This is an optimization exercise on Yosys and OpenROAD, whose aim is small area, not a production implementation.
Where RTL was checked, it was by simulation tests only, not by an equivalence proof against the original.
Power and IR drop assume default switching activity.

03-05:
## ho2mx_rx_splitter
module ho2mx_rx_splitter #(
    parameter int DATA_W = 512,
    parameter int USER_W = 10,
    parameter int CNT_W  = 32
) (
    input  logic                  clk,
    input  logic                  rst,
    input  logic                  in_tvalid,
    output logic                  in_tready,
    input  logic [DATA_W-1:0]     in_tdata,
    input  logic [DATA_W/8-1:0]   in_tkeep,
    input  logic                  in_tlast,
    input  logic [USER_W-1:0]     in_tuser_vendor,
    output logic                  req_tvalid,
    input  logic                  req_tready,
    output logic [DATA_W-1:0]     req_tdata,
    output logic [DATA_W/8-1:0]   req_tkeep,
    output logic                  req_tlast,
    output logic [USER_W-1:0]     req_tuser_vendor,
    output logic                  cpl_tvalid,
    input  logic                  cpl_tready,
    output logic [DATA_W-1:0]     cpl_tdata,
    output logic [DATA_W/8-1:0]   cpl_tkeep,
    output logic                  cpl_tlast,
    output logic [USER_W-1:0]     cpl_tuser_vendor,
    output logic [CNT_W-1:0]      req_pkt_cnt,
    output logic [CNT_W-1:0]      cpl_pkt_cnt
);
Size in the first run: ~2400 flip-flops, roughly 1800 I/O pins.
==> flow/config.mk <==
export PLATFORM = sky130hd
export DESIGN_NAME = ho2mx_rx_splitter
export DESIGN_NICKNAME = ho2mx_rx_splitter
export VERILOG_FILES = /design/flow/design.v
export SDC_FILE = /design/flow/constraint.sdc
export NUM_CORES = 4
export LEC_CHECK = 0
export ABC_AREA = 1
export CAP_MARGIN = 20
export CORE_AREA = 5 5 635 635
export DIE_AREA = 0 0 640 640
export SLEW_MARGIN = 20
==> flow/constraint.sdc <==
create_clock -name core_clock -period 5.0 [get_ports {clk}]
set_input_delay 1.0000 -clock core_clock [delete_from_list [all_inputs] [get_ports {clk}]]
set_output_delay 1.0000 -clock core_clock [all_outputs]
set_load 0.01 [all_outputs]
standard.sh (not shown) runs the stock make flow with config.mk's settings and CLKGATE_MAP_FILE= SYNTH_SCRIPT=/design/flow/synth_recipe.tcl, a recipe that flattens the netlist after the stock synthesis.
==> flow/flow/run.sh <==
#!/bin/bash
# Standard ORFS layout, with small port buffers and a clock tree built from small clock buffers.
set -euo pipefail
export BUFFER_PORTS_ARGS="-buffer_cell sky130_fd_sc_hd__buf_1"
export CTS_ARGS="-sink_clustering_enable -repair_clock_nets -dont_use_dummy_load -buf_list {sky130_fd_sc_hd__clkbuf_4 sky130_fd_sc_hd__clkbuf_8}"
bash standard.sh > standard_make.log 2>&1
Relative to 03-05, the following input files were edited for 07-04:
-- flow/config.mk --
<<< 03-05, line 9
export CAP_MARGIN = 20
export CORE_AREA = 5 5 635 635
export DIE_AREA = 0 0 640 640
export SLEW_MARGIN = 20
>>> 07-04, line 9
export CAP_MARGIN = 20
export CORE_AREA = 5 5 455 455
export DIE_AREA = 0 0 460 460
export SLEW_MARGIN = 20
==> notes.md <==
- Status for 03-05 and 07-04: clean finish in 03-05 only
- 07-04 | ERROR | 3_2_place_iop
- Comparing 07-04 against 03-05, there is no change at all in mean instance size in the synthesized netlist.
- Re post-synthesis compound-gate area fraction: no difference whatsoever between 03-05 and 07-04.
- Synthesized cell area: 03-05 vs 07-04 identical
- Taking 03-05 as the reference, in 07-04 synthesized netlist cell count saw little to no change; floorplan die height moved down; initial core utilization +20 points; simple-gate share of the synthesized area comparable.
- Taking 03-05 as the reference point, the chip width of 07-04 falls by 180 um.
No functional check of the RTL was part of any run of this note.

---

ho2mx_rx_splitter, a different RTL version from the one above (not shown whole).
Size: ~6,200 cells after synthesis, ~77,000 µm² of cells after synthesis.
export LEC_CHECK = 0
export CAP_MARGIN = 20
export CORE_AREA = 5 5 675 675
export DIE_AREA = 0 0 680 680
export SLEW_MARGIN = 20
export SYNTH_HIERARCHICAL = 1
export SYNTH_MINIMUM_KEEP_SIZE = 0
create_clock -name core_clock -period 5.0 [get_ports {clk}]
==> flow/flow/run.sh <==
#!/bin/bash
# ORFS layout as standard.sh runs it, with three changes:
#  - synthesis maps logic with an area-oriented ABC script (flow/synth.tcl, flow/area.abc);
#  - ports get sky130_fd_sc_hd__buf_1 buffers;
#  - the clock tree uses small clock buffers and no dummy loads.
set -euo pipefail
HERE=$(pwd)
export AREA_ABC_SCRIPT=$HERE/flow/area.abc
export BUFFER_PORTS_ARGS="-buffer_cell sky130_fd_sc_hd__buf_1"
export CTS_ARGS="-sink_clustering_enable -repair_clock_nets -dont_use_dummy_load -buf_list {sky130_fd_sc_hd__clkbuf_8}"
sed "s#SYNTH_SCRIPT=[^ ]*#SYNTH_SCRIPT=$HERE/flow/synth.tcl#" standard.sh > own_standard.sh
grep -q "SYNTH_SCRIPT=$HERE/flow/synth.tcl" own_standard.sh
bash own_standard.sh > make.log 2>&1
==> flow/flow/area.abc <==
&get -n
&st
&dch
&nf -R 1000
&put
==> flow/flow/synth.tcl <==
# synth_recipe.tcl (the standard synthesis), with ABC's mapping script swapped for an
# area-oriented one (flow/area.abc). Everything else, including the flip-flop mapping, is unchanged.
proc synth {args} { yosys synth -nofsm -noshare {*}$args }
proc use_area_abc {n1 n2 op} {
  upvar #0 abc_args a
  set i [lsearch -exact $a -script]
  if { $i >= 0 && [lindex $a [expr {$i + 1}]] ne $::env(AREA_ABC_SCRIPT) } {
    lset a [expr {$i + 1}] $::env(AREA_ABC_SCRIPT)
  }
}
trace add variable ::abc_args write use_area_abc
source $::env(SCRIPTS_DIR)/synth.tcl
# left out here: clear keep_hierarchy, flatten, clean up, hide names made inside functions, write 1_2_yosys.v
The starting point went through all stages and came out clean.
Change:
--- a/flow/flow/run.sh
+++ b/flow/flow/run.sh
@@ -5 +5,2 @@
-#  - the clock tree uses small clock buffers and no dummy loads.
+#  - the clock tree uses clkbuf_8 above clusters of at most 10 registers, each driven by a
+#    clkbuf_4, and no dummy loads.
@@ -10 +11 @@
-export CTS_ARGS="-sink_clustering_enable -repair_clock_nets -dont_use_dummy_load -buf_list {sky130_fd_sc_hd__clkbuf_8}"
+export CTS_ARGS="-sink_clustering_enable -repair_clock_nets -dont_use_dummy_load -buf_list {sky130_fd_sc_hd__clkbuf_8} -sink_clustering_buffer sky130_fd_sc_hd__clkbuf_4 -sink_clustering_size 10 -sink_clustering_max_diameter 40"
--- a/flow/config.mk
+++ b/flow/config.mk
@@ -8 +8 @@
-export CAP_MARGIN = 20
+export CAP_MARGIN = 5
@@ -11 +11 @@
-export SLEW_MARGIN = 20
+export SLEW_MARGIN = 5
Critical path depth is unchanged.
Area after synthesis stays the same.
Total power went down by 9.4%.
Cell count is lower by 0.32%.
Core utilization fell by 0.59 points.
Clock-buffer cell count came out lower by 47.
Change:
--- a/flow/config.mk
+++ b/flow/config.mk
@@ -8 +8 @@
-export CAP_MARGIN = 5
+export CAP_MARGIN = 20
@@ -11 +11,2 @@
-export SLEW_MARGIN = 5
+export PLACE_DENSITY = 0.75
+export SLEW_MARGIN = 20
Non-clock buffer count goes up by 1.
Maximum frequency goes down by 16%.
Worst setup slack gets worse by 710 ps.

-- port drivers added, routing unchanged --
How much do the figures lean on ideal ports? The routed layouts below were timed once more, with nothing changed but the port constraints.
Step 1: set_driving_cell puts a clkbuf_16 on clk and a buf_2 on each other input, an assumption about the parent block.
Step 2 moves the port delays by t, midway between the first and last clock arrival at a register: inputs arrive t later, outputs are due t later. That takes back most of the time a late clock gives input paths.
Three values: no drivers, after step 1, after step 2; two values: the first two.
run	t, ns	setup slack, ns	pins driven straight from the clock port
03-05	1.065	1.462 / 1.432 / 1.432	1
the first run of note 2	1.123	1.234 / 1.147 / 1.147	1
the second run of note 2	1.099	1.245 / 1.165 / 1.165	1
the third run of note 2	1.090	0.533 / 0.469 / 0.469	1
After both steps setup and hold are still met in every run listed. For the first run of note 2, which loses most, drivers alone change the setup slack by -0.087 ns; drivers and shift together by -0.087 ns.
